This is an optimization exercise on Yosys and OpenROAD, whose aim is small area, a short achievable clock period and few clock cycles, not a production implementation.
Function was checked by simulation only, so behaviour that the tests miss may differ from the original.
No activity file was given, so power comes from the tool's default toggle rates.

## flow/design.v

```verilog
package sys_array_pkg;
  localparam int unsigned DefaultRow  = 4;
  localparam int unsigned DefaultCol  = 4;
  localparam int unsigned DefaultEs   = 8;
  localparam int unsigned DefaultKMax = 64;
endpackage
module pe_mac #(
  parameter int unsigned ES    = 8,
  parameter int unsigned ACC_W = 22
) (
  input  logic             clk,
  input  logic             i_clr,
  input  logic             i_signed,
  input  logic [ES-1:0]    i_a,
  input  logic [ES-1:0]    i_b,
  output logic [ACC_W-1:0] o_acc
);
  logic [ACC_W-1:0] r_acc;
  logic [ACC_W-1:0] w_acc_q;
  logic w_pp_0_0;
  logic w_pp_0_1;
  logic w_pp_0_2;
  logic w_pp_0_3;
  logic w_pp_0_4;
  logic w_pp_0_5;
  logic w_pp_0_6;
  logic w_pp_0_7;
  logic w_pp_1_0;
  logic w_pp_1_1;
  logic w_pp_1_2;
  logic w_pp_1_3;
  logic w_pp_1_4;
  logic w_pp_1_5;
  logic w_pp_1_6;
  logic w_pp_1_7;
  logic w_pp_2_0;
  logic w_pp_2_1;
  logic w_pp_2_2;
  logic w_pp_2_3;
  logic w_pp_2_4;
  logic w_pp_2_5;
  logic w_pp_2_6;
  logic w_pp_2_7;
  logic w_pp_3_0;
  logic w_pp_3_1;
  logic w_pp_3_2;
  logic w_pp_3_3;
  logic w_pp_3_4;
  logic w_pp_3_5;
  logic w_pp_3_6;
  logic w_pp_3_7;
  logic w_pp_4_0;
  logic w_pp_4_1;
  logic w_pp_4_2;
  logic w_pp_4_3;
  logic w_pp_4_4;
  logic w_pp_4_5;
  logic w_pp_4_6;
  logic w_pp_4_7;
  logic w_pp_5_0;
  logic w_pp_5_1;
  logic w_pp_5_2;
  logic w_pp_5_3;
  logic w_pp_5_4;
  logic w_pp_5_5;
  logic w_pp_5_6;
  logic w_pp_5_7;
  logic w_pp_6_0;
  logic w_pp_6_1;
  logic w_pp_6_2;
  logic w_pp_6_3;
  logic w_pp_6_4;
  logic w_pp_6_5;
  logic w_pp_6_6;
  logic w_pp_6_7;
  logic w_pp_7_0;
  logic w_pp_7_1;
  logic w_pp_7_2;
  logic w_pp_7_3;
  logic w_pp_7_4;
  logic w_pp_7_5;
  logic w_pp_7_6;
  logic w_pp_7_7;
  logic w_s1, w_c2;
  logic w_s3, w_c4;
  logic w_s5, w_c6;
  logic w_s7, w_c8;
  logic w_s9, w_c10;
  logic w_s11, w_c12;
  logic w_s13, w_c14;
  logic w_s15, w_c16;
  logic w_s17, w_c18;
  logic w_s19, w_c20;
  logic w_s21, w_c22;
  logic w_s23, w_c24;
  logic w_s25, w_c26;
  logic w_s27, w_c28;
  logic w_s29, w_c30;
  logic w_s31, w_c32;
  logic w_s33, w_c34;
  logic w_s35, w_c36;
  logic w_s37, w_c38;
  logic w_s39, w_c40;
  logic w_s41, w_c42;
  logic w_s43, w_c44;
  logic w_s45, w_c46;
  logic w_s47, w_c48;
  logic w_s49, w_c50;
  logic w_s51, w_c52;
  logic w_s53, w_c54;
  logic w_s55, w_c56;
  logic w_s57, w_c58;
  logic w_s59, w_c60;
  logic w_s61, w_c62;
  logic w_s63, w_c64;
  logic w_s65, w_c66;
  logic w_s67, w_c68;
  logic w_s69, w_c70;
  logic w_s71, w_c72;
  logic w_s73, w_c74;
  logic w_s75, w_c76;
  logic w_s77, w_c78;
  logic w_s79, w_c80;
  logic w_s81, w_c82;
  logic w_s83, w_c84;
  logic w_s85, w_c86;
  logic w_s87, w_c88;
  logic w_s89, w_c90;
  logic w_s91, w_c92;
  logic w_s93, w_c94;
  logic w_s95, w_c96;
  logic w_s97, w_c98;
  logic w_s99, w_c100;
  logic w_s101, w_c102;
  logic w_s103, w_c104;
  logic w_s105, w_c106;
  logic w_s107, w_c108;
  logic w_s109, w_c110;
  logic w_s111, w_c112;
  logic w_s113, w_c114;
  logic w_s115, w_c116;
  logic w_s117, w_c118;
  logic w_s119, w_c120;
  logic w_s121, w_c122;
  logic w_s123, w_c124;
  logic w_s125, w_c126;
  logic w_s127, w_c128;
  logic w_s129, w_c130;
  logic w_s131, w_c132;
  logic w_s133, w_c134;
  logic [ACC_W-1:0] w_sum;
  logic [12:0] w_mid;
  logic [5:0] w_hi0, w_hi1;
  assign w_acc_q = i_clr ? '0 : r_acc;
  assign w_pp_0_0 = i_a[0] & i_b[0];
  assign w_pp_0_1 = i_a[0] & i_b[1];
  assign w_pp_0_2 = i_a[0] & i_b[2];
  assign w_pp_0_3 = i_a[0] & i_b[3];
  assign w_pp_0_4 = i_a[0] & i_b[4];
  assign w_pp_0_5 = i_a[0] & i_b[5];
  assign w_pp_0_6 = i_a[0] & i_b[6];
  assign w_pp_0_7 = (i_a[0] & i_b[7]) ^ i_signed;
  assign w_pp_1_0 = i_a[1] & i_b[0];
  assign w_pp_1_1 = i_a[1] & i_b[1];
  assign w_pp_1_2 = i_a[1] & i_b[2];
  assign w_pp_1_3 = i_a[1] & i_b[3];
  assign w_pp_1_4 = i_a[1] & i_b[4];
  assign w_pp_1_5 = i_a[1] & i_b[5];
  assign w_pp_1_6 = i_a[1] & i_b[6];
  assign w_pp_1_7 = (i_a[1] & i_b[7]) ^ i_signed;
  assign w_pp_2_0 = i_a[2] & i_b[0];
  assign w_pp_2_1 = i_a[2] & i_b[1];
  assign w_pp_2_2 = i_a[2] & i_b[2];
  assign w_pp_2_3 = i_a[2] & i_b[3];
  assign w_pp_2_4 = i_a[2] & i_b[4];
  assign w_pp_2_5 = i_a[2] & i_b[5];
  assign w_pp_2_6 = i_a[2] & i_b[6];
  assign w_pp_2_7 = (i_a[2] & i_b[7]) ^ i_signed;
  assign w_pp_3_0 = i_a[3] & i_b[0];
  assign w_pp_3_1 = i_a[3] & i_b[1];
  assign w_pp_3_2 = i_a[3] & i_b[2];
  assign w_pp_3_3 = i_a[3] & i_b[3];
  assign w_pp_3_4 = i_a[3] & i_b[4];
  assign w_pp_3_5 = i_a[3] & i_b[5];
  assign w_pp_3_6 = i_a[3] & i_b[6];
  assign w_pp_3_7 = (i_a[3] & i_b[7]) ^ i_signed;
  assign w_pp_4_0 = i_a[4] & i_b[0];
  assign w_pp_4_1 = i_a[4] & i_b[1];
  assign w_pp_4_2 = i_a[4] & i_b[2];
  assign w_pp_4_3 = i_a[4] & i_b[3];
  assign w_pp_4_4 = i_a[4] & i_b[4];
  assign w_pp_4_5 = i_a[4] & i_b[5];
  assign w_pp_4_6 = i_a[4] & i_b[6];
  assign w_pp_4_7 = (i_a[4] & i_b[7]) ^ i_signed;
  assign w_pp_5_0 = i_a[5] & i_b[0];
  assign w_pp_5_1 = i_a[5] & i_b[1];
  assign w_pp_5_2 = i_a[5] & i_b[2];
  assign w_pp_5_3 = i_a[5] & i_b[3];
  assign w_pp_5_4 = i_a[5] & i_b[4];
  assign w_pp_5_5 = i_a[5] & i_b[5];
  assign w_pp_5_6 = i_a[5] & i_b[6];
  assign w_pp_5_7 = (i_a[5] & i_b[7]) ^ i_signed;
  assign w_pp_6_0 = i_a[6] & i_b[0];
  assign w_pp_6_1 = i_a[6] & i_b[1];
  assign w_pp_6_2 = i_a[6] & i_b[2];
  assign w_pp_6_3 = i_a[6] & i_b[3];
  assign w_pp_6_4 = i_a[6] & i_b[4];
  assign w_pp_6_5 = i_a[6] & i_b[5];
  assign w_pp_6_6 = i_a[6] & i_b[6];
  assign w_pp_6_7 = (i_a[6] & i_b[7]) ^ i_signed;
  assign w_pp_7_0 = (i_a[7] & i_b[0]) ^ i_signed;
  assign w_pp_7_1 = (i_a[7] & i_b[1]) ^ i_signed;
  assign w_pp_7_2 = (i_a[7] & i_b[2]) ^ i_signed;
  assign w_pp_7_3 = (i_a[7] & i_b[3]) ^ i_signed;
  assign w_pp_7_4 = (i_a[7] & i_b[4]) ^ i_signed;
  assign w_pp_7_5 = (i_a[7] & i_b[5]) ^ i_signed;
  assign w_pp_7_6 = (i_a[7] & i_b[6]) ^ i_signed;
  assign w_pp_7_7 = i_a[7] & i_b[7];
  assign w_s1 = w_pp_0_5 ^ w_pp_1_4;
  assign w_c2 = w_pp_0_5 & w_pp_1_4;
  assign w_s3 = w_pp_0_6 ^ w_pp_1_5 ^ w_pp_2_4;
  assign w_c4 = (w_pp_0_6 & w_pp_1_5) | (w_pp_0_6 & w_pp_2_4) | (w_pp_1_5 & w_pp_2_4);
  assign w_s5 = w_pp_3_3 ^ w_pp_4_2;
  assign w_c6 = w_pp_3_3 & w_pp_4_2;
  assign w_s7 = w_pp_1_6 ^ w_pp_2_5 ^ w_pp_3_4;
  assign w_c8 = (w_pp_1_6 & w_pp_2_5) | (w_pp_1_6 & w_pp_3_4) | (w_pp_2_5 & w_pp_3_4);
  assign w_s9 = w_pp_4_3 ^ w_pp_5_2 ^ w_pp_6_1;
  assign w_c10 = (w_pp_4_3 & w_pp_5_2) | (w_pp_4_3 & w_pp_6_1) | (w_pp_5_2 & w_pp_6_1);
  assign w_s11 = w_pp_0_7 ^ w_pp_7_0;
  assign w_c12 = w_pp_0_7 & w_pp_7_0;
  assign w_s13 = w_pp_2_6 ^ w_pp_3_5 ^ w_pp_4_4;
  assign w_c14 = (w_pp_2_6 & w_pp_3_5) | (w_pp_2_6 & w_pp_4_4) | (w_pp_3_5 & w_pp_4_4);
  assign w_s15 = w_pp_5_3 ^ w_pp_6_2 ^ i_signed;
  assign w_c16 = (w_pp_5_3 & w_pp_6_2) | (w_pp_5_3 & i_signed) | (w_pp_6_2 & i_signed);
  assign w_s17 = w_pp_1_7 ^ w_pp_7_1 ^ w_acc_q[8];
  assign w_c18 = (w_pp_1_7 & w_pp_7_1) | (w_pp_1_7 & w_acc_q[8]) | (w_pp_7_1 & w_acc_q[8]);
  assign w_s19 = w_pp_3_6 ^ w_pp_4_5 ^ w_pp_5_4;
  assign w_c20 = (w_pp_3_6 & w_pp_4_5) | (w_pp_3_6 & w_pp_5_4) | (w_pp_4_5 & w_pp_5_4);
  assign w_s21 = w_pp_6_3 ^ w_pp_2_7 ^ w_pp_7_2;
  assign w_c22 = (w_pp_6_3 & w_pp_2_7) | (w_pp_6_3 & w_pp_7_2) | (w_pp_2_7 & w_pp_7_2);
  assign w_s23 = w_pp_4_6 ^ w_pp_5_5 ^ w_pp_6_4;
  assign w_c24 = (w_pp_4_6 & w_pp_5_5) | (w_pp_4_6 & w_pp_6_4) | (w_pp_5_5 & w_pp_6_4);
  assign w_s25 = w_pp_0_3 ^ w_pp_1_2;
  assign w_c26 = w_pp_0_3 & w_pp_1_2;
  assign w_s27 = w_pp_0_4 ^ w_pp_1_3 ^ w_pp_2_2;
  assign w_c28 = (w_pp_0_4 & w_pp_1_3) | (w_pp_0_4 & w_pp_2_2) | (w_pp_1_3 & w_pp_2_2);
  assign w_s29 = w_pp_3_1 ^ w_pp_4_0;
  assign w_c30 = w_pp_3_1 & w_pp_4_0;
  assign w_s31 = w_pp_2_3 ^ w_pp_3_2 ^ w_pp_4_1;
  assign w_c32 = (w_pp_2_3 & w_pp_3_2) | (w_pp_2_3 & w_pp_4_1) | (w_pp_3_2 & w_pp_4_1);
  assign w_s33 = w_pp_5_0 ^ w_s1 ^ w_acc_q[5];
  assign w_c34 = (w_pp_5_0 & w_s1) | (w_pp_5_0 & w_acc_q[5]) | (w_s1 & w_acc_q[5]);
  assign w_s35 = w_pp_5_1 ^ w_pp_6_0 ^ w_c2;
  assign w_c36 = (w_pp_5_1 & w_pp_6_0) | (w_pp_5_1 & w_c2) | (w_pp_6_0 & w_c2);
  assign w_s37 = w_s5 ^ w_acc_q[6] ^ w_s3;
  assign w_c38 = (w_s5 & w_acc_q[6]) | (w_s5 & w_s3) | (w_acc_q[6] & w_s3);
  assign w_s39 = w_c6 ^ w_c4 ^ w_acc_q[7];
  assign w_c40 = (w_c6 & w_c4) | (w_c6 & w_acc_q[7]) | (w_c4 & w_acc_q[7]);
  assign w_s41 = w_s7 ^ w_s9 ^ w_s11;
  assign w_c42 = (w_s7 & w_s9) | (w_s7 & w_s11) | (w_s9 & w_s11);
  assign w_s43 = w_c8 ^ w_c10 ^ w_s13;
  assign w_c44 = (w_c8 & w_c10) | (w_c8 & w_s13) | (w_c10 & w_s13);
  assign w_s45 = w_c12 ^ w_s15 ^ w_s17;
  assign w_c46 = (w_c12 & w_s15) | (w_c12 & w_s17) | (w_s15 & w_s17);
  assign w_s47 = w_c14 ^ w_acc_q[9] ^ w_s19;
  assign w_c48 = (w_c14 & w_acc_q[9]) | (w_c14 & w_s19) | (w_acc_q[9] & w_s19);
  assign w_s49 = w_c16 ^ w_c18 ^ w_s21;
  assign w_c50 = (w_c16 & w_c18) | (w_c16 & w_s21) | (w_c18 & w_s21);
  assign w_s51 = w_c20 ^ w_pp_3_7 ^ w_pp_7_3;
  assign w_c52 = (w_c20 & w_pp_3_7) | (w_c20 & w_pp_7_3) | (w_pp_3_7 & w_pp_7_3);
  assign w_s53 = w_acc_q[10] ^ w_s23 ^ w_c22;
  assign w_c54 = (w_acc_q[10] & w_s23) | (w_acc_q[10] & w_c22) | (w_s23 & w_c22);
  assign w_s55 = w_pp_5_6 ^ w_pp_6_5 ^ w_c24;
  assign w_c56 = (w_pp_5_6 & w_pp_6_5) | (w_pp_5_6 & w_c24) | (w_pp_6_5 & w_c24);
  assign w_s57 = w_pp_4_7 ^ w_pp_7_4 ^ w_acc_q[11];
  assign w_c58 = (w_pp_4_7 & w_pp_7_4) | (w_pp_4_7 & w_acc_q[11]) | (w_pp_7_4 & w_acc_q[11]);
  assign w_s59 = w_pp_6_6 ^ w_pp_5_7 ^ w_pp_7_5;
  assign w_c60 = (w_pp_6_6 & w_pp_5_7) | (w_pp_6_6 & w_pp_7_5) | (w_pp_5_7 & w_pp_7_5);
  assign w_s61 = w_pp_0_2 ^ w_pp_1_1;
  assign w_c62 = w_pp_0_2 & w_pp_1_1;
  assign w_s63 = w_pp_2_1 ^ w_pp_3_0 ^ w_s25;
  assign w_c64 = (w_pp_2_1 & w_pp_3_0) | (w_pp_2_1 & w_s25) | (w_pp_3_0 & w_s25);
  assign w_s65 = w_c26 ^ w_s29 ^ w_acc_q[4];
  assign w_c66 = (w_c26 & w_s29) | (w_c26 & w_acc_q[4]) | (w_s29 & w_acc_q[4]);
  assign w_s67 = w_c30 ^ w_c28 ^ w_s31;
  assign w_c68 = (w_c30 & w_c28) | (w_c30 & w_s31) | (w_c28 & w_s31);
  assign w_s69 = w_c32 ^ w_s35 ^ w_c34;
  assign w_c70 = (w_c32 & w_s35) | (w_c32 & w_c34) | (w_s35 & w_c34);
  assign w_s71 = w_c36 ^ w_c38 ^ w_s39;
  assign w_c72 = (w_c36 & w_c38) | (w_c36 & w_s39) | (w_c38 & w_s39);
  assign w_s73 = w_c40 ^ w_s43 ^ w_c42;
  assign w_c74 = (w_c40 & w_s43) | (w_c40 & w_c42) | (w_s43 & w_c42);
  assign w_s75 = w_c44 ^ w_s47 ^ w_c46;
  assign w_c76 = (w_c44 & w_s47) | (w_c44 & w_c46) | (w_s47 & w_c46);
  assign w_s77 = w_c48 ^ w_s51 ^ w_c50;
  assign w_c78 = (w_c48 & w_s51) | (w_c48 & w_c50) | (w_s51 & w_c50);
  assign w_s79 = w_c52 ^ w_s55 ^ w_s57;
  assign w_c80 = (w_c52 & w_s55) | (w_c52 & w_s57) | (w_s55 & w_s57);
  assign w_s81 = w_acc_q[12] ^ w_c56 ^ w_c58;
  assign w_c82 = (w_acc_q[12] & w_c56) | (w_acc_q[12] & w_c58) | (w_c56 & w_c58);
  assign w_s83 = w_pp_6_7 ^ w_pp_7_6 ^ w_acc_q[13];
  assign w_c84 = (w_pp_6_7 & w_pp_7_6) | (w_pp_6_7 & w_acc_q[13]) | (w_pp_7_6 & w_acc_q[13]);
  assign w_s85 = w_pp_0_1 ^ w_pp_1_0;
  assign w_c86 = w_pp_0_1 & w_pp_1_0;
  assign w_s87 = w_pp_2_0 ^ w_s61 ^ w_acc_q[2];
  assign w_c88 = (w_pp_2_0 & w_s61) | (w_pp_2_0 & w_acc_q[2]) | (w_s61 & w_acc_q[2]);
  assign w_s89 = w_c62 ^ w_acc_q[3] ^ w_s63;
  assign w_c90 = (w_c62 & w_acc_q[3]) | (w_c62 & w_s63) | (w_acc_q[3] & w_s63);
  assign w_s91 = w_s27 ^ w_c64 ^ w_s65;
  assign w_c92 = (w_s27 & w_c64) | (w_s27 & w_s65) | (w_c64 & w_s65);
  assign w_s93 = w_c66 ^ w_s33 ^ w_s67;
  assign w_c94 = (w_c66 & w_s33) | (w_c66 & w_s67) | (w_s33 & w_s67);
  assign w_s95 = w_c68 ^ w_s37 ^ w_s69;
  assign w_c96 = (w_c68 & w_s37) | (w_c68 & w_s69) | (w_s37 & w_s69);
  assign w_s97 = w_s41 ^ w_c70 ^ w_s71;
  assign w_c98 = (w_s41 & w_c70) | (w_s41 & w_s71) | (w_c70 & w_s71);
  assign w_s99 = w_c72 ^ w_s45 ^ w_s73;
  assign w_c100 = (w_c72 & w_s45) | (w_c72 & w_s73) | (w_s45 & w_s73);
  assign w_s101 = w_s49 ^ w_c74 ^ w_s75;
  assign w_c102 = (w_s49 & w_c74) | (w_s49 & w_s75) | (w_c74 & w_s75);
  assign w_s103 = w_s53 ^ w_c76 ^ w_s77;
  assign w_c104 = (w_s53 & w_c76) | (w_s53 & w_s77) | (w_c76 & w_s77);
  assign w_s105 = w_c54 ^ w_s79 ^ w_c78;
  assign w_c106 = (w_c54 & w_s79) | (w_c54 & w_c78) | (w_s79 & w_c78);
  assign w_s107 = w_s59 ^ w_c80 ^ w_s81;
  assign w_c108 = (w_s59 & w_c80) | (w_s59 & w_s81) | (w_c80 & w_s81);
  assign w_s109 = w_c60 ^ w_s83 ^ w_c82;
  assign w_c110 = (w_c60 & w_s83) | (w_c60 & w_c82) | (w_s83 & w_c82);
  assign w_s111 = w_pp_7_7 ^ w_acc_q[14] ^ w_c84;
  assign w_c112 = (w_pp_7_7 & w_acc_q[14]) | (w_pp_7_7 & w_c84) | (w_acc_q[14] & w_c84);
  assign w_s113 = i_signed ^ w_acc_q[15];
  assign w_c114 = i_signed & w_acc_q[15];
  assign w_s115 = i_signed ^ w_acc_q[16];
  assign w_c116 = i_signed & w_acc_q[16];
  assign w_s117 = i_signed ^ w_acc_q[17];
  assign w_c118 = i_signed & w_acc_q[17];
  assign w_s119 = i_signed ^ w_acc_q[18];
  assign w_c120 = i_signed & w_acc_q[18];
  assign w_s121 = i_signed ^ w_acc_q[19];
  assign w_c122 = i_signed & w_acc_q[19];
  assign w_s123 = i_signed ^ w_acc_q[20];
  assign w_c124 = i_signed & w_acc_q[20];
  assign w_s125 = i_signed ^ w_acc_q[21];
  assign w_c126 = i_signed & w_acc_q[21];
  assign w_s127 = w_pp_0_0 ^ w_acc_q[0];
  assign w_c128 = w_pp_0_0 & w_acc_q[0];
  assign w_s129 = w_acc_q[1] ^ w_s85 ^ w_c128;
  assign w_c130 = (w_acc_q[1] & w_s85) | (w_acc_q[1] & w_c128) | (w_s85 & w_c128);
  assign w_s131 = w_c86 ^ w_s87 ^ w_c130;
  assign w_c132 = (w_c86 & w_s87) | (w_c86 & w_c130) | (w_s87 & w_c130);
  assign w_s133 = w_c88 ^ w_s89 ^ w_c132;
  assign w_c134 = (w_c88 & w_s89) | (w_c88 & w_c132) | (w_s89 & w_c132);
  assign w_sum[3:0] = {w_s133, w_s131, w_s129, w_s127};
  assign w_mid = {w_c112, w_c110, w_c108, w_c106, w_c104, w_c102, w_c100, w_c98, w_c96, w_c94, w_c92, w_c90} + {w_s113, w_s111, w_s109, w_s107, w_s105, w_s103, w_s101, w_s99, w_s97, w_s95, w_s93, w_s91} + w_c134;
  assign w_sum[15:4] = w_mid[11:0];
  assign w_hi0 = {w_c124, w_c122, w_c120, w_c118, w_c116, w_c114} + {w_s125, w_s123, w_s121, w_s119, w_s117, w_s115};
  assign w_hi1 = {w_c124, w_c122, w_c120, w_c118, w_c116, w_c114} + {w_s125, w_s123, w_s121, w_s119, w_s117, w_s115} + 1'b1;
  assign w_sum[21:16] = w_mid[12] ? w_hi1 : w_hi0;
  always_ff @(posedge clk) begin
    r_acc <= w_sum;
  end
  assign o_acc = r_acc;
endmodule
module systolic_array_os #(
  parameter int unsigned ROW   = sys_array_pkg::DefaultRow,
  parameter int unsigned COL   = sys_array_pkg::DefaultCol,
  parameter int unsigned ES    = sys_array_pkg::DefaultEs,
  parameter int unsigned K_MAX = sys_array_pkg::DefaultKMax,
  parameter int unsigned ACC_W = 2 * ES + $clog2(K_MAX)
) (
  input  logic                         clk,
  input  logic                         rst_n,
  input  logic                         start,
  input  logic [$clog2(K_MAX+1)-1:0]   k_len,
  input  logic                         signed_mode,
  input  logic                         in_vld,
  output logic                         in_rdy,
  input  logic [ROW*ES-1:0]            a_vec,
  input  logic [COL*ES-1:0]            b_vec,
  output logic                         out_vld,
  input  logic                         out_rdy,
  output logic [COL*ACC_W-1:0]         out_row,
  output logic [$clog2(ROW)-1:0]       out_row_idx,
  output logic                         out_last,
  output logic                         busy,
  output logic                         done
);
  localparam int unsigned KW = $clog2(K_MAX + 1);
  localparam int unsigned RW = $clog2(ROW);
  logic          r_feed;       
  logic          r_zero;       
  logic          r_first;      
  logic [KW-1:0] r_k_rem;      
  logic          r_signed;
  logic [ES-1:0] r_a [ROW];
  logic [ES-1:0] r_b [COL];
  logic          r_clr;        
  logic          r_last;       
  logic          r_out_vld;
  logic [RW-1:0] r_row;
  logic          r_row_last;   
  logic [ROW-1:0] r_row_sel;   
  logic          r_rdy_any;    
  logic          r_rdy_last;   
  logic [KW-1:0]    w_k_clamp;
  logic             w_start, w_acc_free, w_in_rdy, w_fire, w_issue, w_xfer;
  logic             w_feed_d, w_zero_d, w_first_d, w_last_d, w_out_vld_d, w_row_last_d;
  logic [RW-1:0]    w_row_d;
  logic [ACC_W-1:0] w_acc [ROW][COL];
  assign w_k_clamp = (k_len > KW'(K_MAX)) ? KW'(K_MAX) : k_len;
  assign w_start   = start & ~busy;
  assign w_xfer    = r_out_vld & out_rdy;
  assign w_acc_free = ~r_last & (~r_out_vld | (r_row_last & out_rdy));
  assign w_in_rdy   = r_rdy_any | (r_rdy_last & out_rdy);
  assign w_fire     = in_vld & w_in_rdy;
  assign w_issue    = w_fire | (r_zero & w_acc_free);
  always_comb begin
    w_feed_d  = r_feed;
    w_zero_d  = r_zero;
    w_first_d = r_first;
    if (w_start) begin
      w_feed_d  = (w_k_clamp != '0);
      w_zero_d  = (w_k_clamp == '0);
      w_first_d = 1'b1;
    end else begin
      if (w_fire) begin
        w_first_d = 1'b0;
        if (r_k_rem == KW'(1)) w_feed_d = 1'b0;
      end
      if (r_zero && w_acc_free) w_zero_d = 1'b0;
    end
    w_last_d     = w_issue & (r_zero | (r_k_rem == KW'(1)));
    w_out_vld_d  = r_out_vld;
    w_row_d      = r_row;
    w_row_last_d = r_row_last;
    if (r_last) begin
      w_out_vld_d  = 1'b1;
      w_row_d      = '0;
      w_row_last_d = 1'b0;
    end else if (w_xfer) begin
      w_out_vld_d  = ~r_row_last;
      w_row_d      = r_row + RW'(1);
      w_row_last_d = (r_row == RW'(ROW - 2));
    end
  end
  always_ff @(posedge clk) begin
    if (!rst_n) begin
      r_feed     <= 1'b0;
      r_zero     <= 1'b0;
      r_first    <= 1'b0;
      r_clr      <= 1'b0;
      r_last     <= 1'b0;
      r_out_vld  <= 1'b0;
      r_row      <= '0;
      r_row_last <= 1'b0;
      r_row_sel  <= '0;
      r_rdy_any  <= 1'b0;
      r_rdy_last <= 1'b0;
    end else begin
      r_feed     <= w_feed_d;
      r_zero     <= w_zero_d;
      r_first    <= w_first_d;
      r_clr      <= w_issue & (r_first | r_zero);
      r_last     <= w_last_d;
      r_out_vld  <= w_out_vld_d;
      r_row      <= w_row_d;
      r_row_last <= w_row_last_d;
      for (int r = 0; r < ROW; r++) r_row_sel[r] <= w_out_vld_d & (w_row_d == RW'(r));
      r_rdy_any  <= w_feed_d & (~w_first_d | (~w_last_d & ~w_out_vld_d));
      r_rdy_last <= w_feed_d & w_first_d & ~w_last_d & w_row_last_d;
    end
  end
  always_ff @(posedge clk) begin
    if (w_start) begin
      r_k_rem  <= w_k_clamp;
      r_signed <= signed_mode;
    end else if (w_fire) begin
      r_k_rem <= r_k_rem - KW'(1);
    end
  end
  always_ff @(posedge clk) begin
    for (int r = 0; r < ROW; r++) r_a[r] <= w_fire ? a_vec[r*ES +: ES] : '0;
    for (int c = 0; c < COL; c++) r_b[c] <= b_vec[c*ES +: ES];
  end
  for (genvar gr = 0; gr < ROW; gr++) begin : g_row
    for (genvar gc = 0; gc < COL; gc++) begin : g_col
      pe_mac #(
        .ES   (ES),
        .ACC_W(ACC_W)
      ) u_pe (
        .clk     (clk),
        .i_clr   (r_clr),
        .i_signed(r_signed),
        .i_a     (r_a[gr]),
        .i_b     (r_b[gc]),
        .o_acc   (w_acc[gr][gc])
      );
    end
  end
  always_comb begin
    out_row = '0;
    for (int r = 0; r < ROW; r++)
      for (int c = 0; c < COL; c++)
        out_row[c*ACC_W +: ACC_W] = out_row[c*ACC_W +: ACC_W] | (w_acc[r][c] & {ACC_W{r_row_sel[r]}});
  end
  assign in_rdy      = w_in_rdy;
  assign out_vld     = r_out_vld;
  assign out_row_idx = r_row;
  assign out_last    = r_row_last;
  assign busy        = r_feed | r_zero;
  assign done        = r_row_last & out_rdy;
endmodule
```

## flow/run.sh

```bash
#!/bin/bash
# synth_recipe.tcl (not shown) runs the flow's synth.tcl, then flattens the netlist and writes it again
# the make line also repeats each setting of config.mk as NAME=value (left out here)
make -C /OpenROAD-flow-scripts/flow DESIGN_CONFIG=/design/flow/config.mk WORK_HOME=/design/flow/orfs CLKGATE_MAP_FILE= SYNTH_SCRIPT=/design/flow/synth_recipe.tcl finish
```

## flow/config.mk

```make
export PLATFORM = sky130hd
export DESIGN_NAME = systolic_array_os
export DESIGN_NICKNAME = systolic_array_os
export VERILOG_FILES = /design/flow/design.v
export SDC_FILE = /design/flow/constraint.sdc
export NUM_CORES = 4
export LEC_CHECK = 0
export CAP_MARGIN = 20
export CORE_MARGIN = 2
export CORE_UTILIZATION = 40
export SETUP_SLACK_MARGIN = 4.5
export SLEW_MARGIN = 20
```

## flow/constraint.sdc

```tcl
create_clock -name core_clock -period 10.0 [get_ports {clk}]
set_input_delay 2.0000 -clock core_clock [delete_from_list [all_inputs] [get_ports {clk}]]
set_output_delay 2.0000 -clock core_clock [all_outputs]
set_load 0.01 [all_outputs]
```

==> implementation parameters, run 1 <==
Parameter                              Value

Run status
  Outcome ... timing/DRC/antenna clean

GRT
  Met2 global-route usage ... 36.4%
  GR Util met3 ... 3.93%
  Pin count of the biggest net entering global routing ... 86
  Global routing met1 resource utilization ... 30.3%
  Final global-route overflow total ... 0
  Initial antenna violation count ... 5
  First-pass GRT wire length ... 255,000 microns
  Gr busiest metal ... met2
  Via count of the first global-routing pass ... 44,400
  Total Routing Usage GR ... 22.3%

Logic synthesis
  Dominant combinational cell family by area after synthesis ... adder cells
  Cell types with the largest area share after synthesis ... sky130_fd_sc_hd__fa_1, sky130_fd_sc_hd__dfxtp_1, sky130_fd_sc_hd__ha_1
  Post-synthesis simple-gate area fraction ... 16.8%
  Distinct cell type count after synthesis ... 67
  Top FF cell, synth ... sky130_fd_sc_hd__dfxtp_1
  Adder and majority gate portion of the synthesized area ... 41.5%
  Syn_area_per_cell ... 9.03 sq um
  Share of the yosys chip area belonging to registers ... 15.4%
  Mux share of post-synthesis cell area ... 0.218%
  Share of the synthesized area in compound gates (AO/OA/AOI/OAI) ... 8.18%
  Top cell type's share of synthesized area ... 30.7%
  Count of mapped cells out of synthesis ... 6,362
  Netlist area before placement ... 57,400 sq um
  Number of flops mapped to enable cells by yosys ... 8
  Syn. warnings ... 7
  Post-synthesis share of cell area spent on xor and xnor gates ... 8.51%
  Yosys reg bits ... 439
  Net count after synthesis ... 7,818
  Share of synthesized flip-flops with an asynchronous set or reset ... 0%
  Cell type with the largest total area after synthesis ... sky130_fd_sc_hd__fa_1

STA
  Final count of hold timing violations ... 0
  Finish-stage setup viols ... 0
  Fmax achieved ... 187 MHz
  Unrepaired setup endpoints after global routing ... true
  Relative slew slack ... 30.5%
  Setup TNS ... 0 ns
  Number of max-slew violations in the final report ... 0
  Final cycle utilization of the critical path ... 53.4%
  Worst-case clock skew ... 0.0408 ns
  Worst-case setup margin in the final layout ... 4.66 ns
  Period minus WS final ... 5.34 ns
  Slew at the pin closest to its max-slew limit ... 1.04 ns

Critical path
  FF-to-FF path depth ... 15
  Master of the slowest instance on the critical path ... sky130_fd_sc_hd__fa_1
  Logic depth of the worst setup path including buffers ... 15
  Worst path bufs/invs ... 3
  Peak per-stage delay on the critical path ... 0.57 ns
  Cell repeated most along the worst path ... sky130_fd_sc_hd__fa_1
  Path type of the worst setup path ... register to register
  Worst EP arrival ... 5.92 ns
  Required time of the critical path ... 10.58 ns
  Crit path capture type ... register
  R2R setup slack ... 4.66 ns
  CP max FO ... 32
  Worst path top cell family by delay ... adder cells
  Startpoint of the lowest-slack register-to-register path ... r_a[2][1]$_SDFF_PN0_
  Startpoint of the worst setup timing path ... r_a[2][1]$_SDFF_PN0_
  Launching element type of the critical path ... register
  Critical path cell sequence ... clkbuf_8, and2_1, ha_1, inv_1, fa_1, fa_1, inv_1, fa_1, fa_1, fa_1, a21o_1, o21ai_1, a31oi_2, a221oi_4, mux2_2

Hold path
  Cell count of the worst hold path ... 2
  Critical hold path startpoint ... r_first$_SDFF_PN0_
  Min-Delay Path Class ... register to register

Placement
  Final HPWL from detailed placement ... 114,000 microns
  Number of I/O port buffers ... 171
  Placed cell count ... 8,209
  Final weighted congestion of routability-driven global placement ... 0.848
  Worst slack at placement ... 3.79 ns

Drt
  Starting DRC count in detailed routing ... 2,492
  Via count ... 41,800
  Detailed-routing iteration count for the pre-antenna-repair pass ... 6
  Detailed-route wire length per cell ... 19.3 microns
  Drt via density ... 5.02
  ANT nets after route ... 0
  Total routed wirelength ... 161,000 microns
  DRC violations left ... 0

Clocking
  Cts hold-fix bufs ... 0
  CTS tree ... yes
  Buffer cell driving the clock tree root ... sky130_fd_sc_hd__clkbuf_16
  Level count of the clock H-tree ... 2
  Clock-pin slew on the worst setup and hold paths ... 0.06 ns
  CTS sink cnt ... 439
  Maximum buffer depth of the clock tree ... 3
  Insertion delay to the later sink of the worst-skew pair ... 0.69 ns
  Clock buffers created by TritonCTS ... 60

Cells and area
  Most common cell after layout, fill and taps aside ... sky130_fd_sc_hd__inv_1
  Relative area change from synthesis to final layout ... 11.7%
  Number of nets at the end of the flow ... 7,840
  Layout filler cell count ... 13,700
  Utilization of the core after routing ... 44.8%
  Leading cell types in the layout, fill and taps excluded ... sky130_fd_sc_hd__inv_1, sky130_fd_sc_hd__fa_1, sky130_fd_sc_hd__nand2_1
  Post-layout instance count excluding filler cells ... 8,339
  Fraction of layout cells with a size suffix above 1 ... 4.88%

Power
  Power density normalized to cell area ... 286 nW/um^2
  LEAKAGE ... 29.8 nW
  Largest voltage drop on the vdd net ... 0.000180 V
  Total power ... 18.4 mW

Floorplanning
  Effective utilization at floorplan ... 40.1%
  I/O pin count ... 172
  Die Footprint ... 147,000 sq um
  Floorplan Core Area ... 143,000 sq um
  Core Rows ... 139
  DIE WIDTH ... 383 microns
  Die boundary height ... 383 microns

Job
  Number of max-cap violations ... 0
## cells in the mapped netlist (3+ instances only)
library cell and instances:
sky130_fd_sc_hd__o31ai_1 11, sky130_fd_sc_hd__a311oi_1 4, sky130_fd_sc_hd__xor2_1 85, sky130_fd_sc_hd__nand2_1 674
sky130_fd_sc_hd__nand3b_1 7, sky130_fd_sc_hd__nand4_1 14, sky130_fd_sc_hd__and2_1 526, sky130_fd_sc_hd__edfxtp_1 8
sky130_fd_sc_hd__o21bai_1 35, sky130_fd_sc_hd__o21a_1 23, sky130_fd_sc_hd__o21ai_0 94, sky130_fd_sc_hd__a31oi_1 24
sky130_fd_sc_hd__buf_2 23, sky130_fd_sc_hd__clkbuf_1 277, sky130_fd_sc_hd__a21o_1 93, sky130_fd_sc_hd__nor2_1 117
sky130_fd_sc_hd__xnor2_1 473, sky130_fd_sc_hd__mux2_2 8, sky130_fd_sc_hd__o211a_1 8, sky130_fd_sc_hd__a21oi_1 161
sky130_fd_sc_hd__and3_1 44, sky130_fd_sc_hd__dfxtp_1 431, sky130_fd_sc_hd__fa_1 880, sky130_fd_sc_hd__a22oi_1 176
sky130_fd_sc_hd__nand4b_1 3, sky130_fd_sc_hd__a211oi_1 21, sky130_fd_sc_hd__nand3_1 40, sky130_fd_sc_hd__nor3_1 31
sky130_fd_sc_hd__a221oi_2 9, sky130_fd_sc_hd__o31a_1 3, sky130_fd_sc_hd__o211ai_1 5, sky130_fd_sc_hd__buf_1 7
sky130_fd_sc_hd__nor2b_1 253, sky130_fd_sc_hd__inv_1 1103, sky130_fd_sc_hd__nand2b_1 153, sky130_fd_sc_hd__ha_1 499
## logic make-up (layout without fill, tap and decap cells)
family	after synthesis	after routing
xor gates and xnor gates	558	558
muxes	11	11
adders and majority gates	1379	1379
other	0	2
buffers and inverters	1411	1483
AOI/OAI and AO/OA	693	693
and+or+nand+nor	1871	1871
DFF	439	439
## repair_timing
| item | CTS | global route |
|---|---|---|
| gates cloned | 1 | 2 |
| endpoints found under the setup margin | 83 | 64 |
| resized for setup | 18 | 41 |
| pin swaps | 2 | 7 |
| buffers inserted | 3 | 10 |
## final timing paths
check | end
max | g_row[2].g_col[2].u_pe.r_acc[17]$_DFF_P_
min reg2reg | r_clr$_SDFF_PN0_
max reg2reg | g_row[2].g_col[2].u_pe.r_acc[17]$_DFF_P_
min | r_clr$_SDFF_PN0_
## per-stage QoR
stage          hold slack (ns)  area [sq um]
2_1_floorplan            0.443         58100
3_3_place_gp             0.536         61600
3_5_place_dp             0.539         61600
4_1_cts                  0.558         63900
5_1_grt                  0.556         64200
6_report                 0.537         64200
## flip-flops by register name, indices dropped and copies added (netlist names), 2 cells and up
| name | count |
|---|---|
| g_row.g_col.u_pe.r_acc | 352 |
| r_row | 2 |
| r_k_rem | 7 |
| r_row_sel | 4 |
| r_a | 32 |
| r_b | 32 |
## final cells by class
class	count	area (sq um)	area share (%)
tap	1903	2380	3.71
clock buffer	75	1690	2.63
clock inverter	37	518	0.807
timing repair inverter	1	8.76	0.0137
multi-input combinational	4512	43900	68.4
timing repair buffer	266	2590	4.04
antenna	2	5.00	0.00780
inverter	1104	4170	6.50
sequential	439	8900	13.9
## power breakdown
| part | internal (mW) | total, mW | switching (mW) |
|---|---|---|---|
| Combinational | 5.83 | 12.7 | 6.88 |
| Sequential | 2.75 | 3.22 | 0.470 |
| Clock | 1.48 | 2.44 | 0.959 |
## worst register-to-register path, stage by stage (launching register included)
cell and delay, ns:
sky130_fd_sc_hd__dfxtp_1 0.31, sky130_fd_sc_hd__clkbuf_8 0.26, sky130_fd_sc_hd__and2_1 0.28, sky130_fd_sc_hd__ha_1 0.27, sky130_fd_sc_hd__inv_1 0.05, sky130_fd_sc_hd__fa_1 0.51, sky130_fd_sc_hd__fa_1 0.57, sky130_fd_sc_hd__inv_1 0.06
sky130_fd_sc_hd__fa_1 0.45, sky130_fd_sc_hd__fa_1 0.53, sky130_fd_sc_hd__fa_1 0.49, sky130_fd_sc_hd__a21o_1 0.22, sky130_fd_sc_hd__o21ai_1 0.24, sky130_fd_sc_hd__a31oi_2 0.21, sky130_fd_sc_hd__a221oi_4 0.43, sky130_fd_sc_hd__mux2_2 0.38
## routing by layer
| layer | share of wire, % | vias to the layer above |
|---|---|---|
| li1 | - | 19600 |
| met2 | 47 | 980 |
| met1 | 44 | 21100 |
| met5 | 0 | - |
| met4 | 2.7 | 0 |
| met3 | 6.5 | 181 |
Testbench counts, summed over its fixed seeds: cycles 12,017.
==> inputs of run 2 (changes only) <==
==> flow/flow/run.sh (new file) <==
#!/bin/bash
# Standard layout with a tighter repair target and faster port buffers.
bash standard.sh SETUP_SLACK_MARGIN=5.6 "BUFFER_PORTS_ARGS=-buffer_cell sky130_fd_sc_hd__buf_2" finish > standard.log 2>&1
==> flow/standard.sh (new file) <==
#!/bin/bash
# synth_recipe.tcl (not shown) runs the flow's synth.tcl, then flattens the netlist and writes it again
# the make line also repeats each setting of config.mk as NAME=value (left out here)
make -C /OpenROAD-flow-scripts/flow DESIGN_CONFIG=/design/flow/config.mk WORK_HOME=/design/flow/orfs CLKGATE_MAP_FILE= SYNTH_SCRIPT=/design/flow/synth_recipe.tcl "${@:-finish}"
--- a/flow/config.mk
+++ b/flow/config.mk
@@ -10,3 +10,2 @@
 export CORE_UTILIZATION = 40
-export SETUP_SLACK_MARGIN = 4.5
 export SLEW_MARGIN = 20
removed: flow/run.sh
==> implementation parameters, run 2 <==
Parameter                              Value

Run status
  Outcome ... timing/DRC/antenna clean (unchanged)

STA
  Final count of hold timing violations ... 0 (unchanged)
  Worst-case setup margin in the final layout ... 5.28 ns (was 4.66 ns)
  Setup TNS ... 0 ns (unchanged)
  Number of max-slew violations in the final report ... 0 (unchanged)
  Finish-stage setup viols ... 0 (unchanged)
  Fmax achieved ... 212 MHz (was 187 MHz)
  Period minus WS final ... 4.72 ns (was 5.34 ns)
  Unrepaired setup endpoints after global routing ... true (unchanged)
  Final cycle utilization of the critical path ... 47.2% (was 53.4%)
  Slew at the pin closest to its max-slew limit ... 0.911 ns (was 1.04 ns)
  Worst-case clock skew ... 0.0322 ns (was 0.0408 ns)
  Relative slew slack ... 39.2% (was 30.5%)

Logic synthesis
  Share of synthesized flip-flops with an asynchronous set or reset ... 0% (unchanged)
  Leading cell type by number of instances after synthesis ... sky130_fd_sc_hd__inv_1 (unchanged)
  Top FF cell, synth ... sky130_fd_sc_hd__dfxtp_1 (unchanged)
  Distinct cell type count after synthesis ... 67 (unchanged)
  Netlist area before placement ... 57,400 sq um (unchanged)
  Share of the yosys chip area belonging to registers ... 15.4% (unchanged)
  Number of flops mapped to enable cells by yosys ... 8 (unchanged)
  Cell type with the largest total area after synthesis ... sky130_fd_sc_hd__fa_1 (unchanged)
  Net count after synthesis ... 7,818 (unchanged)
  Syn. warnings ... 7 (unchanged)
  Synth cell count leaders ... sky130_fd_sc_hd__inv_1, sky130_fd_sc_hd__fa_1, sky130_fd_sc_hd__nand2_1 (unchanged)
  Cell types with the largest area share after synthesis ... sky130_fd_sc_hd__fa_1, sky130_fd_sc_hd__dfxtp_1, sky130_fd_sc_hd__ha_1 (unchanged)
  Count of mapped cells out of synthesis ... 6,362 (unchanged)
  Top cell type's share of synthesized area ... 30.7% (unchanged)
  Yosys reg bits ... 439 (unchanged)
  Syn_area_per_cell ... 9.03 sq um (unchanged)

Critical path
  CP max FO ... 11 (was 32)
  Path type of the worst setup path ... register to register (unchanged)
  Master of the slowest instance on the critical path ... sky130_fd_sc_hd__fa_1 (unchanged)
  Peak per-stage delay on the critical path ... 0.50 ns (was 0.57 ns)
  Cell repeated most along the worst path ... sky130_fd_sc_hd__fa_1 (unchanged)
  Required time of the critical path ... 10.57 ns (was 10.58 ns)
  Crit path capture type ... register (unchanged)
  FF-to-FF path depth ... 14 (was 15)
  Critical path cell sequence ... buf_4, bufbuf_16, fa_1, fa_2, inv_2, fa_1, fa_1, inv_1, ha_2, or4_1, o22a_2, a311oi_4, buf_12, mux2_4 (was clkbuf_8, and2_1, ha_1, inv_1, fa_1, fa_1, inv_1, fa_1, fa_1, fa_1, a21o_1, o21ai_1, a31oi_2, a221oi_4, mux2_2)
  Worst EP arrival ... 5.29 ns (was 5.92 ns)
  Launching element type of the critical path ... register (unchanged)

Clocking
  Cts hold-fix bufs ... 0 (unchanged)
  Clock buffers created by TritonCTS ... 61 (was 60)
  Maximum buffer depth of the clock tree ... 3 (unchanged)
  Insertion delay to the later sink of the worst-skew pair ... 0.72 ns (was 0.69 ns)
  CTS sink cnt ... 439 (unchanged)
  Level count of the clock H-tree ... 2 (unchanged)
  Buffer cell driving the clock tree root ... sky130_fd_sc_hd__clkbuf_16 (unchanged)
  CTS tree ... yes (unchanged)
  Clock-pin slew on the worst setup and hold paths ... 0.06 ns (about the same)

GRT
  Via count of the first global-routing pass ... 47,500 (was 44,400)
  Final global-route overflow total ... 0 (unchanged)
  Pin count of the biggest net entering global routing ... 58 (was 86)
  First-pass GRT wire length ... 294,000 microns (was 255,000 microns)
  Total Routing Usage GR ... 26.6% (was 22.3%)
  Initial antenna violation count ... 18 (was 5)

Hold path
  Min-Delay Path Class ... register to register (unchanged)
  Cell count of the worst hold path ... 2 (unchanged)

Power
  Power density normalized to cell area ... 305 nW/um^2 (was 286 nW/um^2)
  LEAKAGE ... 33.2 nW (was 29.8 nW)
  Total power ... 21.8 mW (was 18.4 mW)
  Largest voltage drop on the vdd net ... 0.000261 V (was 0.000180 V)

Drt
  Detailed-routing iteration count for the pre-antenna-repair pass ... 6 (unchanged)
  DRC violations left ... 0 (unchanged)
  Starting DRC count in detailed routing ... 3,194 (was 2,492)
  ANT nets after route ... 0 (unchanged)
  Via count ... 45,600 (was 41,800)
  Drt via density ... 5.24 (was 5.02)
  Total routed wirelength ... 198,000 microns (was 161,000 microns)
  Detailed-route wire length per cell ... 22.7 microns (was 19.3 microns)

Floorplanning
  Effective utilization at floorplan ... 40.1% (unchanged)
  DIE WIDTH ... 383 microns (unchanged)
  Floorplan Core Area ... 143,000 sq um (unchanged)
  Die Footprint ... 147,000 sq um (unchanged)
  I/O pin count ... 172 (unchanged)
  Core Rows ... 139 (unchanged)
  Die boundary height ... 383 microns (unchanged)

Cells and area
  Utilization of the core after routing ... 49.9% (was 44.8%)
  Relative area change from synthesis to final layout ... 24.4% (was 11.7%)
  Most common cell after layout, fill and taps aside ... sky130_fd_sc_hd__inv_1 (unchanged)
  Final instance area ... 71,500 sq um (was 64,200 sq um)
  Register cell area after layout ... 8980 sq um (was 8900 sq um)
  Number of nets at the end of the flow ... 8,200 (was 7,840)
  Leading cell types in the layout, fill and taps excluded ... sky130_fd_sc_hd__inv_1, sky130_fd_sc_hd__fa_1, sky130_fd_sc_hd__nand2_1 (unchanged)
  Max reg flops ... 352 (unchanged)
  Largest registers ... g_row.g_col.u_pe.r_acc (352), r_a (32), r_b (32) (unchanged)
  Layout filler cell count ... 12,900 (was 13,700)
  Fraction of layout cells with a size suffix above 1 ... 19.5% (was 4.88%)
  Multi-input logic area ... 46,700 sq um (was 43,900 sq um)
  Register containing the most flip-flops in the final layout ... g_row.g_col.u_pe.r_acc (unchanged)

Placement
  Final HPWL from detailed placement ... 114,000 microns (about the same)
  Worst slack at placement ... 3.85 ns (was 3.79 ns)
  Final weighted congestion of routability-driven global placement ... 0.848 (about the same)
  Number of I/O port buffers ... 171 (unchanged)
  Area after DPL ... 60,700 sq um (was 61,600 sq um)

Job
  Number of max-cap violations ... 0 (unchanged)
[run 2: per-layer routing]
metal  vias up  wire length [microns]  track usage [%]
li1      20300                      -                -
met1     23100                  79000             34.5
met2      1669                  90400             43.1
met3       473                  17000             5.42
met4         8                  11100             10.9
met5         -                     56                0
[run 2: where the power goes]
part           leakage (nW)  switching [mW]  internal (mW)
clock network          1.10           0.984           1.51
logic                  28.4            8.35           7.74
registers              3.72           0.478           2.75
total                  33.2            9.81           12.0
[run 2: cells by family after synthesis]
group	after synthesis	synth area share (%)
adder cells (fa/ha/maj)	1379	41.5
flip-flops	439	15.4
XOR/XNOR	558	8.51
AND/OR/NAND/NOR	1871	16.8
multiplexers	11	0.218
AO/OA/AOI/OAI	693	8.18
buffers and inverters	1411	9.27
[run 2: area by class of cell]
| type | instances | area share (%) |
|---|---|---|
| Multi-Input combinational cell | 4512 | 65.3 |
| Sequential cell | 439 | 12.6 |
| Timing Repair Buffer | 619 | 9.67 |
| Inverter | 1104 | 5.82 |
| Tap cell | 1903 | 3.33 |
| Clock buffer | 83 | 2.45 |
| Clock inverter | 33 | 0.669 |
| Timing Repair inverter | 7 | 0.196 |
| Antenna cell | 3 | 0.0105 |
[run 2: worst paths after layout]
| kind | from | slack (ns) | to |
|---|---|---|---|
| hold reg to reg | r_first$_SDFF_PN0_ | 0.48 | r_clr$_SDFF_PN0_ |
| setup reg to reg | r_signed$_DFFE_PP_ | 5.28 | g_row[1].g_col[2].u_pe.r_acc[17]$_DFF_P_ |
| hold / removal | r_first$_SDFF_PN0_ | 0.48 | r_clr$_SDFF_PN0_ |
| setup / recovery | r_signed$_DFFE_PP_ | 5.28 | g_row[1].g_col[2].u_pe.r_acc[17]$_DFF_P_ |
[run 2: timing repair]
| action | 4_1_cts | 5_1_grt |
|---|---|---|
| endpoints found under the setup margin | 280 | 170 |
| pin swaps | 205 | 194 |
| buffers inserted | 228 | 90 |
| resized for setup | 624 | 320 |
| cloned | 49 | 8 |
[run 2: per-stage QoR]
stage / hold WS (ns) / instances
floorplan: 0.443 / 6362
global placement: 0.523 / 8209
detailed placement: 0.520 / 8209
CTS: 0.527 / 8602
global route: 0.518 / 8701
finish: 0.479 / 8703
[run 2: worst max-delay path, delay by kind of cell, from the launching register on]
kind / cells / cell delay (ns)
fa+ha+maj: 5 / 1.99
mux: 1 / 0.30
compound gates: 2 / 0.52
flops: 1 / 0.46
simple gates: 1 / 0.50
buf+inv: 5 / 0.82
==> inputs of run 3 (changes only) <==
==> flow/run.sh (new file) <==
#!/bin/bash
# synth_recipe.tcl (not shown) runs the flow's synth.tcl, then flattens the netlist and writes it again
# the make line also repeats each setting of config.mk as NAME=value (left out here)
make -C /OpenROAD-flow-scripts/flow DESIGN_CONFIG=/design/flow/config.mk WORK_HOME=/design/flow/orfs CLKGATE_MAP_FILE= SYNTH_SCRIPT=/design/flow/synth_recipe.tcl finish
--- a/flow/config.mk
+++ b/flow/config.mk
@@ -10,2 +10,3 @@
 export CORE_UTILIZATION = 40
+export SETUP_SLACK_MARGIN = 5
 export SLEW_MARGIN = 20
removed: flow/flow/run.sh
removed: flow/standard.sh
==> implementation parameters, run 3 <==
Parameter                              Value

Logic synthesis
  Syn_area_per_cell ... 9.03 sq um (unchanged)
  Cell types with the largest area share after synthesis ... sky130_fd_sc_hd__fa_1, sky130_fd_sc_hd__dfxtp_1, sky130_fd_sc_hd__ha_1 (unchanged)
  Share of synthesized flip-flops with an asynchronous set or reset ... 0% (unchanged)
  Count of mapped cells out of synthesis ... 6,362 (unchanged)
  Leading cell type by number of instances after synthesis ... sky130_fd_sc_hd__inv_1 (unchanged)
  Syn. warnings ... 7 (unchanged)
  Number of flops mapped to enable cells by yosys ... 8 (unchanged)
  Cell type with the largest total area after synthesis ... sky130_fd_sc_hd__fa_1 (unchanged)
  Distinct cell type count after synthesis ... 67 (unchanged)
  Synth cell count leaders ... sky130_fd_sc_hd__inv_1, sky130_fd_sc_hd__fa_1, sky130_fd_sc_hd__nand2_1 (unchanged)
  Share of the yosys chip area belonging to registers ... 15.4% (unchanged)
  Top FF cell, synth ... sky130_fd_sc_hd__dfxtp_1 (unchanged)
  Net count after synthesis ... 7,818 (unchanged)
  Top cell type's share of synthesized area ... 30.7% (unchanged)
  Yosys reg bits ... 439 (unchanged)
  Netlist area before placement ... 57,400 sq um (unchanged)

STA
  Period minus WS final ... 4.97 ns (was 4.72 ns)
  Worst-case clock skew ... 0.0489 ns (was 0.0322 ns)
  Relative slew slack ... 30.6% (was 39.2%)
  Fmax achieved ... 201 MHz (was 212 MHz)
  Slew at the pin closest to its max-slew limit ... 1.04 ns (was 0.911 ns)
  Final cycle utilization of the critical path ... 49.7% (was 47.2%)
  Number of max-slew violations in the final report ... 0 (unchanged)
  Unrepaired setup endpoints after global routing ... true (unchanged)
  Finish-stage setup viols ... 0 (unchanged)
  Setup TNS ... 0 ns (unchanged)
  Final count of hold timing violations ... 0 (unchanged)

Cells and area
  Register cell area after layout ... 8930 sq um (was 8980 sq um)
  Number of nets at the end of the flow ... 7,892 (was 8,200)
  Layout filler cell count ... 13,600 (was 12,900)
  Multi-input logic area ... 44,200 sq um (was 46,700 sq um)
  Fraction of layout cells with a size suffix above 1 ... 6.58% (was 19.5%)
  Max reg flops ... 352 (unchanged)
  Leading cell types in the layout, fill and taps excluded ... sky130_fd_sc_hd__inv_1, sky130_fd_sc_hd__fa_1, sky130_fd_sc_hd__nand2_1 (unchanged)
  Most common cell after layout, fill and taps aside ... sky130_fd_sc_hd__inv_1 (unchanged)
  Register containing the most flip-flops in the final layout ... g_row.g_col.u_pe.r_acc (unchanged)
  Largest registers ... g_row.g_col.u_pe.r_acc (352), r_a (32), r_b (32) (unchanged)
  Relative area change from synthesis to final layout ... 14.1% (was 24.4%)

Power
  Internal power consumption ... 10.3 mW (was 12.0 mW)
  Switching power of the nets ... 8.58 mW (was 9.81 mW)
  Share of power burned in the clock network ... 12.8% (was 11.4%)
  Largest voltage drop on the vdd net ... 0.000204 V (was 0.000261 V)
  Total power ... 18.9 mW (was 21.8 mW)
  Switching power share of the total ... 45.5% (was 45.0%)
  Gate power share ... 70.0% (was 73.8%)
  Reg power frac ... 17.2% (was 14.8%)
  Power density normalized to cell area ... 288 nW/um^2 (was 305 nW/um^2)
  LEAKAGE ... 30.3 nW (was 33.2 nW)

Hold path
  WHS Endpoint ... r_clr$_SDFF_PN0_ (unchanged)
  Cell count of the worst hold path ... 2 (unchanged)
  Critical hold path startpoint ... r_first$_SDFF_PN0_ (unchanged)
  Min-Delay Path Class ... register to register (unchanged)

GRT
  Final global-route overflow total ... 0 (unchanged)
  Initial antenna violation count ... 9 (was 18)
  Via count of the first global-routing pass ... 45,000 (was 47,500)
  First-pass GRT wire length ... 262,000 microns (was 294,000 microns)
  Total Routing Usage GR ... 23.0% (was 26.6%)
  Pin count of the biggest net entering global routing ... 71 (was 58)

Critical path
  R2R setup slack ... 5.12 ns (was 5.28 ns)
  Path type of the worst setup path ... register to output pin (was register to register)
  Launching element type of the critical path ... register (unchanged)
  CP max FO ... 42 (was 11)
  Startpoint of the lowest-slack register-to-register path ... r_b[3][3]$_DFF_P_ (was r_signed$_DFFE_PP_)
  Required time of the critical path ... 8.00 ns (was 10.57 ns)
  Terminus of the critical flop-to-flop path ... g_row[3].g_col[3].u_pe.r_acc[17]$_DFF_P_ (was g_row[1].g_col[2].u_pe.r_acc[17]$_DFF_P_)
  Worst EP arrival ... 2.97 ns (was 5.29 ns)
  Crit path capture type ... output pin (was register)
  FF-to-FF path depth ... 16 (was 14)

Clocking
  Clock-pin slew on the worst setup and hold paths ... 0.06 ns (about the same)
  Maximum buffer depth of the clock tree ... 3 (unchanged)
  CTS sink cnt ... 439 (unchanged)
  Level count of the clock H-tree ... 2 (unchanged)
  Buffer cell driving the clock tree root ... sky130_fd_sc_hd__clkbuf_16 (unchanged)
  Cts hold-fix bufs ... 0 (unchanged)
  Insertion delay to the later sink of the worst-skew pair ... 0.69 ns (was 0.72 ns)
  CTS tree ... yes (unchanged)
  Clock buffers created by TritonCTS ... 60 (was 61)

Drt
  Starting DRC count in detailed routing ... 2,598 (was 3,194)
  Detailed-route wire length per cell ... 20.3 microns (was 22.7 microns)
  ANT nets after route ... 0 (unchanged)
  DRC violations left ... 0 (unchanged)
  Drt via density ... 5.07 (was 5.24)
  Via count ... 42,500 (was 45,600)
  Detailed-routing iteration count for the pre-antenna-repair pass ... 6 (unchanged)
  Total routed wirelength ... 170,000 microns (was 198,000 microns)

Placement
  Final HPWL from detailed placement ... 113,000 microns (was 114,000 microns)
  Final weighted congestion of routability-driven global placement ... 0.841 (was 0.848)
  Number of I/O port buffers ... 171 (unchanged)

Floorplanning
  DIE WIDTH ... 383 microns (unchanged)
  I/O pin count ... 172 (unchanged)
  Effective utilization at floorplan ... 40.1% (unchanged)
  Floorplan Core Area ... 143,000 sq um (unchanged)
  Die boundary height ... 383 microns (unchanged)
  Core Rows ... 139 (unchanged)
  Die Footprint ... 147,000 sq um (unchanged)

Run status
  Outcome ... timing/DRC/antenna clean (unchanged)

Job
  Number of max-cap violations ... 0 (unchanged)
run 3: worst max-delay path by stage:
stage	from	end	slack [ns]	cells past startpoint
finish	r_row_sel[0]$_SDFF_PN0_	out_row[4]	5.03	4
global route	r_a[2][1]$_SDFF_PN0_	g_row[2].g_col[2].u_pe.r_acc[17]$_DFF_P_	4.98	16
CTS	r_a[3][0]$_SDFF_PN0_	g_row[3].g_col[2].u_pe.r_acc[17]$_DFF_P_	4.91	16
detailed placement	r_clr$_SDFF_PN0_	g_row[3].g_col[2].u_pe.r_acc[17]$_DFF_P_	3.80	13
global placement	r_clr$_SDFF_PN0_	g_row[3].g_col[2].u_pe.r_acc[17]$_DFF_P_	3.81	13
floorplan	r_signed$_DFFE_PP_	g_row[1].g_col[2].u_pe.r_acc[17]$_DFF_P_	3.38	18
run 3: power groups by stage:
stage / logic (mW) / registers (mW) / clock network [mW]
2_1_floorplan: 10.1 / 3.04 / 0
3_3_place_gp: 12.2 / 3.26 / 0
3_5_place_dp: 12.5 / 3.27 / 0
4_1_cts: 13.0 / 3.24 / 2.47
5_1_grt: 15.0 / 3.32 / 2.53
6_report: 13.2 / 3.24 / 2.41
run 3: cell type report:
| type | instances | area share (%) |
|---|---|---|
| sequential | 439 | 13.6 |
| clock buffer | 80 | 2.70 |
| timing repair buffer | 316 | 5.57 |
| clock inverter | 31 | 0.636 |
| multi-input combinational | 4512 | 67.4 |
| antenna | 4 | 0.0153 |
| timing repair inverter | 3 | 0.0477 |
| inverter | 1104 | 6.36 |
| tap | 1903 | 3.63 |
run 3: kinds of logic (layout without fill, tap and decap cells):
| group | Yosys count | count (layout) | share of synthesized area [%] |
|---|---|---|---|
| simple gates | 1871 | 1871 | 16.8 |
| buf+inv | 1411 | 1534 | 9.27 |
| fa+ha+maj | 1379 | 1379 | 41.5 |
| compound gates | 693 | 693 | 8.18 |
| xor+xnor | 558 | 558 | 8.51 |
| flops | 439 | 439 | 15.4 |
| mux | 11 | 11 | 0.218 |
| other cells | 0 | 4 | 0 |
run 3: routing by layer:
layer	track usage [%]	vias to the layer above	wire [microns]
li1	-	19700	-
met1	31.9	21300	75300
met2	37.2	1255	77000
met3	3.63	220	12700
met4	6.35	2	5120
met5	0	-	13
run 3: what timing repair did:
item                                    in CTS  in global routing
endpoints found under the setup margin     249                 98
pin swaps                                   18                 40
buffers inserted                            25                 28
gates cloned                                 6                  9
resized for setup                          123                 92
run 3: per-stage QoR:
stage               instance area, sq um  instances  setup WS [ns]  hold slack, ns  utilization, %
floorplan                          58100       6362           3.38           0.443               -
global placement                   61600       8209           3.81           0.534            43.0
detailed placement                 61600       8209           3.80           0.529            43.0
CTS                                64800       8351           4.91           0.552            45.3
global route                       65500       8389           4.98           0.530            45.8
finish                             65500       8392           5.03           0.513            45.8
run 3: worst max-delay path, cell delays in order, from the launching register on:
cell and delay [ns]:
sky130_fd_sc_hd__dfxtp_4 0.65, sky130_fd_sc_hd__buf_8 0.42, sky130_fd_sc_hd__a22oi_1 0.23, sky130_fd_sc_hd__nand2_1 0.34, sky130_fd_sc_hd__clkdlybuf4s50_1 0.61

[port drivers added, routing unchanged]
No port has a modelled driver above. Below, the same layouts with a new extraction and two added sets of constraints.
Step 1: set_driving_cell puts a clkbuf_16 on clk and a buf_2 on each other input, an assumption about the parent block.
Step 2 also shifts input and output timing later by t, the mid clock arrival at the registers, as if the neighbouring blocks saw the same clock.
Slacks: ideal ports / drivers / drivers and shift; pairs: ideal ports / drivers.
run	t, ns	slack for setup (ns)	hold slack, ns
run 1	0.744	4.655 / 4.613 / 4.655	0.537 / 0.537 / 0.537
run 2	0.788	5.279 / 5.279 / 4.905	0.479 / 0.479 / 0.479
run 3	0.750	5.025 / 4.944 / 5.084	0.513 / 0.513 / 0.513
After both steps every run listed still meets setup and hold. For run 2, which loses most, drivers alone change the setup slack by 0.000 ns; drivers and shift together by -0.374 ns.
